This design comes from an exercise in tuning for small area and a short achievable clock period on the open sky130 flow, not from production work. RTL that was checked went through simulation tests only; none was proved equivalent to the original. The clock port is modelled as an ideal driver, which makes a skipped or thinned clock tree look cheaper than it is; a real chip needs a root buffer or a tree. Power figures rest on the tool's default switching activity, not on a simulated workload.

==> flow/design.v <==
package spi_mem_pkg;
    typedef enum logic [2:0] {
        ADDR,
        CMD,
        WRITE,
        READ,
        DONE
    } state_t;
    localparam logic [7:0] CMD_READ = 8'h00;
    localparam logic [7:0] IDLE_TX  = 8'h00;
endpackage
module spi_bit_engine #(
    parameter int unsigned CPOL      = 0,
    parameter int unsigned CPHA      = 0,
    parameter int unsigned MSB_FIRST = 0
) (
    input  logic       clk,
    input  logic       rst_n,
    input  logic       cs_n,
    input  logic       sck,
    input  logic       mosi,
    input  logic       tx_load,
    input  logic [7:0] tx_byte,
    output logic       miso,
    output logic       active,
    output logic       byte_done,
    output logic       frame_end,
    output logic       frame_err,
    output logic [7:0] rx_byte,
    output logic [7:0] rx_data,
    output logic       rx_zero
);
    localparam bit POL = (CPOL != 0);
    localparam bit PHA = (CPHA != 0);
    localparam bit MSB = (MSB_FIRST != 0);
    logic [1:0] cs_s, sck_s, mosi_s;
    logic       sck_d;
    logic [7:0] rx_sr, tx_reg, rx_next;
    logic [2:0] bitcnt;
    logic       sck_rise, sck_fall, lead, trail;
    logic       sample_ev, shift_ev, cs_fall, cs_rise, last_bit, tx_bit;
    assign rx_data = rx_sr;
    always_comb begin
        sck_rise  = sck_s[1] & ~sck_d;
        sck_fall  = ~sck_s[1] & sck_d;
        lead      = POL ? sck_fall : sck_rise;
        trail     = POL ? sck_rise : sck_fall;
        sample_ev = active & (PHA ? trail : lead);
        shift_ev  = active & (PHA ? lead : trail);
        cs_fall   = ~active & ~cs_s[1];
        cs_rise   = active & cs_s[1];
        rx_next   = MSB ? {rx_sr[6:0], mosi_s[1]} : {mosi_s[1], rx_sr[7:1]};
        last_bit  = sample_ev && (bitcnt == 3'd7);
        tx_bit    = MSB ? tx_reg[3'd7 - bitcnt] : tx_reg[bitcnt];
    end
    always_ff @(posedge clk) begin
        mosi_s  <= {mosi_s[0], mosi};
        rx_byte <= rx_next;
        rx_zero <= (rx_next == 8'd0);
        if (sample_ev)
            rx_sr <= rx_next;
    end
    always_ff @(posedge clk or negedge rst_n) begin
        if (!rst_n) begin
            cs_s      <= '1;
            sck_s     <= {2{POL}};
            sck_d     <= POL;
            active    <= 1'b0;
            bitcnt    <= '0;
            tx_reg    <= '0;
            miso      <= 1'b0;
            byte_done <= 1'b0;
            frame_end <= 1'b0;
            frame_err <= 1'b0;
        end else begin
            cs_s      <= {cs_s[0], cs_n};
            sck_s     <= {sck_s[0], sck};
            sck_d     <= sck_s[1];
            active    <= ~cs_s[1];
            byte_done <= last_bit;
            frame_end <= cs_rise;
            frame_err <= cs_rise && (bitcnt != 3'd0) && !last_bit;
            if (sample_ev)
                bitcnt <= bitcnt + 3'd1;
            if (cs_rise)
                bitcnt <= '0;
            if (tx_load)
                tx_reg <= tx_byte;
            if (shift_ev || (cs_fall && !PHA))
                miso <= tx_bit;
        end
    end
endmodule
module spi_mem_slave #(
    parameter int unsigned CPOL       = 0,
    parameter int unsigned CPHA       = 0,
    parameter int unsigned MSB_FIRST  = 0,
    parameter int unsigned ADDR_BYTES = 2,
    parameter int unsigned MEM_AW     = 8
) (
    input  logic       CLK,
    input  logic       nRESET,
    input  logic       nCS,
    input  logic       SCK,
    input  logic       MOSI,
    output logic       MISO,
    output logic       MISO_OE,
    output logic       busy,
    output logic       rx_valid,
    output logic [7:0] rx_byte,
    output logic       frame_err
);
    logic       s_addr, s_cmd, s_wr, s_rd, a2;
    logic [7:0] tgt, tgt_n;
    logic       byte_done, frame_end, active, tx_load, rx_zero;
    logic [7:0] tx_byte, rx_data;
    spi_bit_engine #(
        .CPOL      (CPOL),
        .CPHA      (CPHA),
        .MSB_FIRST (MSB_FIRST)
    ) u_engine (
        .clk       (CLK),
        .rst_n     (nRESET),
        .cs_n      (nCS),
        .sck       (SCK),
        .mosi      (MOSI),
        .tx_load   (tx_load),
        .tx_byte   (tx_byte),
        .miso      (MISO),
        .active    (active),
        .byte_done (byte_done),
        .frame_end (frame_end),
        .frame_err (frame_err),
        .rx_byte   (rx_byte),
        .rx_data   (rx_data),
        .rx_zero   (rx_zero)
    );
    assign busy     = active;
    assign MISO_OE  = active;
    assign rx_valid = byte_done;
    always_comb begin
        tgt_n = tgt;
        if (byte_done && s_addr && !a2)
            tgt_n = rx_data;
        if (byte_done && ((s_cmd && rx_zero) || s_rd || s_wr))
            tgt_n = tgt + 8'd1;
        if (frame_end)
            tgt_n = '0;
    end
    always_ff @(posedge CLK or negedge nRESET) begin
        if (!nRESET) begin
            s_addr  <= 1'b1;
            s_cmd   <= 1'b0;
            s_wr    <= 1'b0;
            s_rd    <= 1'b0;
            a2      <= 1'b0;
            tgt     <= '0;
            tx_load <= 1'b0;
        end else begin
            tgt     <= tgt_n;
            tx_load <= byte_done | frame_end;
            if (byte_done) begin
                if (s_addr) begin
                    a2 <= !a2;
                    if (a2) begin
                        s_addr <= 1'b0;
                        s_cmd  <= 1'b1;
                    end
                end
                if (s_cmd) begin
                    s_cmd <= 1'b0;
                    s_rd  <= rx_zero;
                    s_wr  <= !rx_zero;
                end
            end
            if (frame_end) begin
                s_addr <= 1'b1;
                s_cmd  <= 1'b0;
                s_wr   <= 1'b0;
                s_rd   <= 1'b0;
                a2     <= 1'b0;
            end
        end
    end
    logic [3:0]   hp;           
    logic         wv;           
    logic [7:0]   wd;
    logic [3:0]   wrow;         
    logic [3:0]   wlo, wlo_n;   
    logic         wm;           
    logic         wfire, wissue;
    logic         rm;           
    logic [3:0]   rrow;         
    logic [7:0]   pf;
    logic [127:0] heads;
    assign wissue = byte_done & s_wr;
    assign wfire  = wv & wm;
    assign wlo_n  = wissue ? tgt[3:0] : wlo;
    always_ff @(posedge CLK) begin
        hp   <= hp - 4'd1;
        wlo  <= wlo_n;
        wm   <= (wlo_n + 4'd2) == hp;
        if (wissue) begin
            wv   <= 1'b1;
            wd   <= rx_data;
            wrow <= tgt[7:4];
        end else if (wfire) begin
            wv   <= 1'b0;
        end
        rm   <= (tgt_n[3:0] + 4'd1) == hp;
        rrow <= tgt_n[7:4];
        if (rm)
            pf <= heads[{rrow, 3'd0} +: 8];
    end
    for (genvar r = 0; r < 16; r++) begin : g_row
        logic [127:0] q;        
        always_ff @(posedge CLK)
            q <= {q[119:0], (wfire && wrow == 4'(r)) ? wd : q[127:120]};
        assign heads[8*r +: 8] = q[7:0];
    end
    always_comb begin
        tx_byte = spi_mem_pkg::IDLE_TX;
        if (s_rd)
            tx_byte = pf;
    end
endmodule
export LEC_CHECK = 0
export CAP_MARGIN = 20
export CORE_MARGIN = 2
export CORE_UTILIZATION = 40
export CTS_BUF_LIST = sky130_fd_sc_hd__clkbuf_16
export CTS_CLUSTER_DIAMETER = 100
export CTS_CLUSTER_SIZE = 30
export SETUP_SLACK_MARGIN = 2.2
export SLEW_MARGIN = 20
create_clock -name core_clock -period 4.0 [get_ports {CLK}]
run.sh (not shown) runs the stock make flow with config.mk's settings and CLKGATE_MAP_FILE= SYNTH_SCRIPT=/design/flow/synth_recipe.tcl, a recipe that flattens the netlist after the stock synthesis.
Next try:
- SETUP_SLACK_MARGIN: 2.2 -> 1.9
Worst setup slack loses 0.062 ns.
Final cell count is lower by 1.1%.
Clock power is lower by 2.8%.
Sequential power stays flat.
Count of clock-buffer cells in the layout is lower by 4.
Power is lower by 0.89%.
Flip-flop and latch count is unchanged.
Global-route usage is lower by 0.30 points.
Die area stays the same.
First-iteration DRC count is higher by 19%.
No functional check of the RTL was part of any run of this note.

Another version of the RTL of spi_mem_slave (not shown whole).
For scale: ~2600 cells after synthesis, ~18 I/O pins, roughly 47000 sq um of cells after synthesis.
Settings: LEC_CHECK=0, CAP_MARGIN=20, CORE_MARGIN=2, CORE_UTILIZATION=40, CTS_BUF_LIST=sky130_fd_sc_hd__clkbuf_16, CTS_CLUSTER_DIAMETER=100, CTS_CLUSTER_SIZE=30, SETUP_SLACK_MARGIN=2.0, SLEW_MARGIN=20; clock period 4.0 ns.
Next try:
CORE_UTILIZATION = 65   (was 40)
PLACE_DENSITY = 0.8   (was default)
The changed run ran to the end with violations: antenna violations. Worst hold slack stays flat. Clock power is about the same. Total power stays flat.
Next try:
ABC_CLOCK_PERIOD_IN_PS = 1800   (was default)
CORE_UTILIZATION = 55   (was 65)
PLACE_DENSITY = 0.7   (was 0.8)
SETUP_SLACK_MARGIN = 2.1   (was 2.0)
After rerunning:
- The new run finished clean
- power stays flat
- design area rises by 0.91%
- setup slack got worse by 0.0080 ns
- global-route usage falls by 4.0 points
- routed wire length falls by about 4%
- die area rises by about 18%
- area after synthesis stays the same
- synthesized cell count stays the same
- worst hold slack improved by 0.030 ns

main:
Another version of the RTL of spi_mem_slave (not shown whole).
For scale: about 2600 cells after synthesis, roughly 2200 flip-flops, roughly 18 I/O pins.
Settings: LEC_CHECK=0, ABC_CLOCK_PERIOD_IN_PS=1800, CAP_MARGIN=20, CORE_MARGIN=2, CORE_UTILIZATION=45, CTS_BUF_LIST=sky130_fd_sc_hd__clkbuf_16, CTS_CLUSTER_DIAMETER=100, CTS_CLUSTER_SIZE=33, PLACE_DENSITY=0.6, SETUP_SLACK_MARGIN=2.1, SLEW_MARGIN=20; clock period 4.0 ns.
standard.sh (not shown) runs the stock make flow with config.mk's settings and CLKGATE_MAP_FILE= SYNTH_SCRIPT=/design/flow/synth_recipe.tcl, a recipe that flattens the netlist after the stock synthesis.
==> flow/flow/run.sh <==
#!/bin/bash
# Layout flow: the standard flow (standard.sh, all steps), with one change
# after clock tree synthesis: retree.tcl, run by ORFS's CTS step through its
# POST_CTS_TCL hook, rebuilds the top of the clock tree so the clock reaches
# every flip-flop through two buffers instead of three (see retree.tcl).
# The make/ORFS output goes to standard.log here; ORFS's per-step tool logs
# stay under orfs/logs/.
set -euo pipefail
cd "$(dirname "$0")/.."
export POST_CTS_TCL="$PWD/flow/retree.tcl"
bash standard.sh > standard.log 2>&1
Other scripts of this flow, unchanged in this note and not shown: flow/flow/retree.tcl
For the feature branch, these inputs were changed with respect to main:
- CTS_CLUSTER_SIZE: 33 -> 30
- PLACE_DENSITY: 0.6 -> 0.5
- CORE_UTILIZATION: 45 -> 38
### Flow results
The feature branch completed every stage of the flow, and the final layout passed the timing, design-rule and antenna checks. The run with more setup slack is main; the feature branch has less. Global routing usage on met3 delta for the feature branch relative to main: 0.20 points lower. Higher relative area change from synthesis to final layout among the feature branch and main: the feature branch. Count of inserted tapcells was higher in the run labelled the feature branch. | worst hold slack | the feature branch vs main | 33 ps higher |. Compared with main, the feature branch shows total instance count after detailed placement that has gone up by a few percent. From main to the feature branch the numbers moved as follows: worst vdd rail ir drop decreased about 2.5%; final standard cell area without fillers picked up an extra 1.0%.

spi_mem_slave, a different RTL version from the one above (not shown whole).
For scale: roughly 2600 cells after synthesis, ~2200 flip-flops, roughly 18 I/O pins, about 47000 um2 of cells after synthesis.
## spi_mem_slave
module spi_mem_slave #(
    parameter int unsigned CPOL       = 0,
    parameter int unsigned CPHA       = 0,
    parameter int unsigned MSB_FIRST  = 0,
    parameter int unsigned ADDR_BYTES = 2,
    parameter int unsigned MEM_AW     = 8
) (
    input  logic       CLK,
    input  logic       nRESET,
    input  logic       nCS,
    input  logic       SCK,
    input  logic       MOSI,
    output logic       MISO,
    output logic       MISO_OE,
    output logic       busy,
    output logic       rx_valid,
    output logic [7:0] rx_byte,
    output logic       frame_err
);
==> flow/config.mk <==
export PLATFORM = sky130hd
export DESIGN_NAME = spi_mem_slave
export DESIGN_NICKNAME = spi_mem_slave
export VERILOG_FILES = /design/flow/design.v
export SDC_FILE = /design/flow/constraint.sdc
export NUM_CORES = 4
export LEC_CHECK = 0
export ABC_CLOCK_PERIOD_IN_PS = 1800
export CAP_MARGIN = 20
export CORE_MARGIN = 2
export CORE_UTILIZATION = 55
export CTS_BUF_LIST = sky130_fd_sc_hd__clkbuf_16
export CTS_CLUSTER_DIAMETER = 100
export CTS_CLUSTER_SIZE = 30
export PLACE_DENSITY = 0.7
export SETUP_SLACK_MARGIN = 2.1
export SLEW_MARGIN = 20
==> flow/constraint.sdc <==
create_clock -name core_clock -period 4.0 [get_ports {CLK}]
set_input_delay 0.8000 -clock core_clock [delete_from_list [all_inputs] [get_ports {CLK}]]
set_output_delay 0.8000 -clock core_clock [all_outputs]
set_load 0.01 [all_outputs]
==> flow/flow/retree.tcl <==
# Runs inside ORFS's CTS step (POST_CTS_TCL), after clock_tree_synthesis and
# its timing repair. TritonCTS builds root -> 8 branch buffers -> leaf buffers
# -> flip-flops. This keeps its leaf buffers and their clusters of flip-flops,
# removes the root and branch buffers (and any dummy loads on them), and drives
# the leaves from NROOT buffers fed straight from the clock port: the leaves are
# split into NROOT groups by position (k-means) and each group's buffer is
# placed at its centre. Every flip-flop still sees the same number of buffers
# (two), so the tree stays balanced; it is only one level shorter.
set nroot 4
set block [ord::get_db_block]
set db [ord::get_db]
set clknet [$block findNet CLK]

proc out_net {inst} {
  foreach it [$inst getITerms] { if {[$it isOutputSignal]} { return [$it getNet] } }
  return "NULL"
}

# Walk the clock network from the port: every cell it passes through is a
# buffer or inverter (one input, one output). Leaves drive flip-flop clock
# pins; dummy loads (output unconnected) and the rest form the upper tree.
set leaves {}
set upper {}
set dummies {}
set todo [list $clknet]
set seen [dict create]
set ok 1
while {[llength $todo]} {
  set net [lindex $todo 0]
  set todo [lrange $todo 1 end]
  foreach s [$net getITerms] {
    if {[$s isOutputSignal]} continue
    set si [$s getInst]
    if {[[$s getMTerm] getName] eq "CLK"} continue
    if {[dict exists $seen [$si getName]]} continue
    dict set seen [$si getName] 1
    set on [out_net $si]
    if {$on == "NULL"} { lappend dummies $si; continue }
    set nclk 0; set nother 0
    foreach t [$on getITerms] {
      if {[$t getInst] == $si} continue
      if {[[$t getMTerm] getName] eq "CLK"} { incr nclk } else { incr nother }
    }
    if {$nclk} { lappend leaves $si } else { lappend upper $si }
    lappend todo $on
  }
}
set ok [expr {[llength $leaves] > $nroot}]
foreach l $leaves {
  foreach t [[out_net $l] getITerms] {
    set ti [$t getInst]
    if {$ti == $l || [[$t getMTerm] getName] eq "CLK" || [lsearch -exact $dummies $ti] >= 0} continue
    set ok 0
  }
}
# The upper tree must be plain (non-inverting) clock buffers, so the new roots
# keep the clock's polarity.
foreach u $upper {
  if {![string match *clkbuf* [[$u getMaster] getName]]} { set ok 0 }
}
set upper [concat $upper $dummies]
puts "retree: [llength $leaves] leaf buffers, [llength $upper] upper clock cells, usable $ok"

if {$ok} {
  set pts {}
  foreach l $leaves {
    set b [$l getBBox]
    lappend pts [list [expr {([$b xMin] + [$b xMax]) / 2.0}] [expr {([$b yMin] + [$b yMax]) / 2.0}]]
  }
  set n [llength $pts]
  set cx 0.0; set cy 0.0
  foreach p $pts { set cx [expr {$cx + [lindex $p 0]}]; set cy [expr {$cy + [lindex $p 1]}] }
  set cx [expr {$cx / $n}]; set cy [expr {$cy / $n}]
  set centers {}
  for {set k 0} {$k < $nroot} {incr k} {
    set a [expr {2 * 3.14159265 * ($k + 0.5) / $nroot}]
    lappend centers [list [expr {$cx + 50000 * cos($a)}] [expr {$cy + 50000 * sin($a)}]]
  }
  for {set it 0} {$it < 50} {incr it} {
    set asg {}
    foreach p $pts {
      set best 0; set bd 1e30
      for {set k 0} {$k < $nroot} {incr k} {
        set c [lindex $centers $k]
        set d [expr {pow([lindex $p 0] - [lindex $c 0], 2) + pow([lindex $p 1] - [lindex $c 1], 2)}]
        if {$d < $bd} { set bd $d; set best $k }
      }
      lappend asg $best
    }
    set nc {}
    for {set k 0} {$k < $nroot} {incr k} {
      set sx 0.0; set sy 0.0; set m 0
      foreach p $pts a $asg {
        if {$a == $k} { set sx [expr {$sx + [lindex $p 0]}]; set sy [expr {$sy + [lindex $p 1]}]; incr m }
      }
      if {$m} { lappend nc [list [expr {$sx / $m}] [expr {$sy / $m}]] } else { lappend nc [lindex $centers $k] }
    }
    set centers $nc
  }

  # Remove the upper tree (its buffers and any dummy loads) and the nets it drove.
  set dead {}
  foreach u $upper {
    set nn [out_net $u]
    if {$nn != "NULL" && $nn != $clknet} { lappend dead $nn }
  }
  foreach l $leaves {
    foreach it [$l getITerms] { if {[[$it getMTerm] getName] eq "A"} { $it disconnect } }
  }
  foreach u $upper { odb::dbInst_destroy $u }
  foreach nn [lsort -unique $dead] { odb::dbNet_destroy $nn }

  # New roots on the clock port, one per group of leaves.
  set mbuf [$db findMaster sky130_fd_sc_hd__clkbuf_16]
  set rnets {}
  for {set k 0} {$k < $nroot} {incr k} {
    set rb [odb::dbInst_create $block $mbuf "clkroot_$k"]
    set c [lindex $centers $k]
    $rb setLocation [expr {int([lindex $c 0])}] [expr {int([lindex $c 1])}]
    $rb setPlacementStatus PLACED
    set rn [odb::dbNet_create $block "clknet_root_$k"]
    $rn setSigType CLOCK
    foreach it [$rb getITerms] {
      set mt [[$it getMTerm] getName]
      if {$mt eq "A"} { $it connect $clknet } elseif {$mt eq "X"} { $it connect $rn }
    }
    lappend rnets $rn
  }
  foreach l $leaves a $asg {
    foreach it [$l getITerms] { if {[[$it getMTerm] getName] eq "A"} { $it connect [lindex $rnets $a] } }
  }
  for {set k 0} {$k < $nroot} {incr k} {
    set m 0; foreach a $asg { if {$a == $k} { incr m } }
    puts "retree: root $k drives $m leaves"
  }

  detailed_placement
  estimate_parasitics -placement
  report_clock_latency
  repair_timing_helper
  detailed_placement
  check_placement -verbose
  estimate_parasitics -placement
  report_clock_latency
  report_worst_slack -max
  report_worst_slack -min
}
Scripts as last shown in full above: flow/flow/run.sh
Then changed:
--- a/flow/flow/retree.tcl
+++ b/flow/flow/retree.tcl
@@ -13,2 +13,6 @@
 
+proc is_clk_cell {inst} {
+  set m [[$inst getMaster] getName]
+  return [expr {[string match *clkbuf* $m] || [string match *clkinv* $m]}]
+}
 proc out_net {inst} {
@@ -18,36 +22,25 @@
 
-# Walk the clock network from the port: every cell it passes through is a
-# buffer or inverter (one input, one output). Leaves drive flip-flop clock
-# pins; dummy loads (output unconnected) and the rest form the upper tree.
+# Clock cells: the leaves drive flip-flop clock pins; the rest is the upper tree.
 set leaves {}
 set upper {}
-set dummies {}
-set todo [list $clknet]
-set seen [dict create]
-set ok 1
-while {[llength $todo]} {
-  set net [lindex $todo 0]
-  set todo [lrange $todo 1 end]
-  foreach s [$net getITerms] {
-    if {[$s isOutputSignal]} continue
-    set si [$s getInst]
-    if {[[$s getMTerm] getName] eq "CLK"} continue
-    if {[dict exists $seen [$si getName]]} continue
-    dict set seen [$si getName] 1
-    set on [out_net $si]
-    if {$on == "NULL"} { lappend dummies $si; continue }
-    set nclk 0; set nother 0
-    foreach t [$on getITerms] {
-      if {[$t getInst] == $si} continue
-      if {[[$t getMTerm] getName] eq "CLK"} { incr nclk } else { incr nother }
+foreach inst [$block getInsts] {
+  if {![is_clk_cell $inst]} continue
+  set n [out_net $inst]
+  set leaf 0
+  if {$n != "NULL"} {
+    foreach s [$n getITerms] {
+      if {[$s getInst] != $inst && [[$s getMTerm] getName] == "CLK"} { set leaf 1 }
     }
-    if {$nclk} { lappend leaves $si } else { lappend upper $si }
-    lappend todo $on
   }
+  if {$leaf} { lappend leaves $inst } else { lappend upper $inst }
 }
+# Every leaf must drive only flip-flop clock pins and dummy loads (clock cells
+# whose output is unconnected, which go with the upper tree); otherwise leave
+# the tree as CTS made it.
 set ok [expr {[llength $leaves] > $nroot}]
 foreach l $leaves {
-  foreach t [[out_net $l] getITerms] {
-    set ti [$t getInst]
-    if {$ti == $l || [[$t getMTerm] getName] eq "CLK" || [lsearch -exact $dummies $ti] >= 0} continue
+  foreach s [[out_net $l] getITerms] {
+    set si [$s getInst]
+    if {$si == $l || [[$s getMTerm] getName] eq "CLK"} continue
+    if {[is_clk_cell $si] && [out_net $si] == "NULL"} continue
     set ok 0
@@ -55,8 +48,2 @@
 }
-# The upper tree must be plain (non-inverting) clock buffers, so the new roots
-# keep the clock's polarity.
-foreach u $upper {
-  if {![string match *clkbuf* [[$u getMaster] getName]]} { set ok 0 }
-}
-set upper [concat $upper $dummies]
 puts "retree: [llength $leaves] leaf buffers, [llength $upper] upper clock cells, usable $ok"
=>
- The changed run passed the timing, design-rule and antenna checks
- global-route usage rose by 0.11 points
- worst setup slack loses 27 ps
- final area rose by 0.50%
- worst hold slack gains 12 ps
- routed wire length rose by 0.63%
Then changed:
--- a/flow/flow/retree.tcl
+++ b/flow/flow/retree.tcl
@@ -36,5 +36,4 @@
 }
-# Every leaf must drive only flip-flop clock pins and dummy loads (clock cells
-# whose output is unconnected, which go with the upper tree); otherwise leave
-# the tree as CTS made it.
+# Every leaf must drive only flip-flop clock pins, and be driven by an upper
+# buffer; otherwise leave the tree as CTS made it.
 set ok [expr {[llength $leaves] > $nroot}]
@@ -42,6 +41,3 @@
   foreach s [[out_net $l] getITerms] {
-    set si [$s getInst]
-    if {$si == $l || [[$s getMTerm] getName] eq "CLK"} continue
-    if {[is_clk_cell $si] && [out_net $si] == "NULL"} continue
-    set ok 0
+    if {[$s getInst] != $l && [[$s getMTerm] getName] != "CLK"} { set ok 0 }
   }
Effect: The new run finished clean; clock power is about the same; routed wire length stays the same; final cell count is unchanged; critical path depth is unchanged; worst hold slack stays the same; synthesized area stays the same; cell area does not change; core utilization is unchanged.

-- static timing again, ports no longer ideal --
How much do the figures lean on ideal ports? The routed layouts below were timed once more, with nothing changed but the port constraints. Step 1: set_driving_cell puts a clkbuf_16 on CLK and a buf_2 on each other input, an assumption about the parent block. Step 2 also shifts input and output timing later by t, the mid clock arrival at the registers, as if the neighbouring blocks saw the same clock. Slacks: ideal ports / drivers / drivers and shift; pairs: ideal ports / drivers.
run	shift t [ns]	setup slack, ns	latest minus earliest clock arrival (ns)
the first run of note 1	0.744	1.814 / 1.814 / 1.814	0.056 / 0.057
the second run of note 1	0.733	1.752 / 1.752 / 1.752	0.029 / 0.030
the first run of note 2	0.729	1.942 / 1.920 / 1.942	0.048 / 0.048
the second run of note 2	0.720	1.973 / 1.911 / 1.984	0.045 / 0.045
the third run of note 2	0.718	1.965 / 1.903 / 2.037	0.033 / 0.033
main	0.631	2.166 / 2.024 / 2.175	0.076 / 0.076
the feature branch	0.658	2.146 / 1.998 / 2.165	0.035 / 0.034
the first run of note 4	0.639	2.026 / 1.998 / 2.026	0.047 / 0.047
the second run of note 4	0.716	1.999 / 1.931 / 2.074	0.034 / 0.035
the third run of note 4	0.716	1.999 / 1.931 / 2.074	0.034 / 0.035
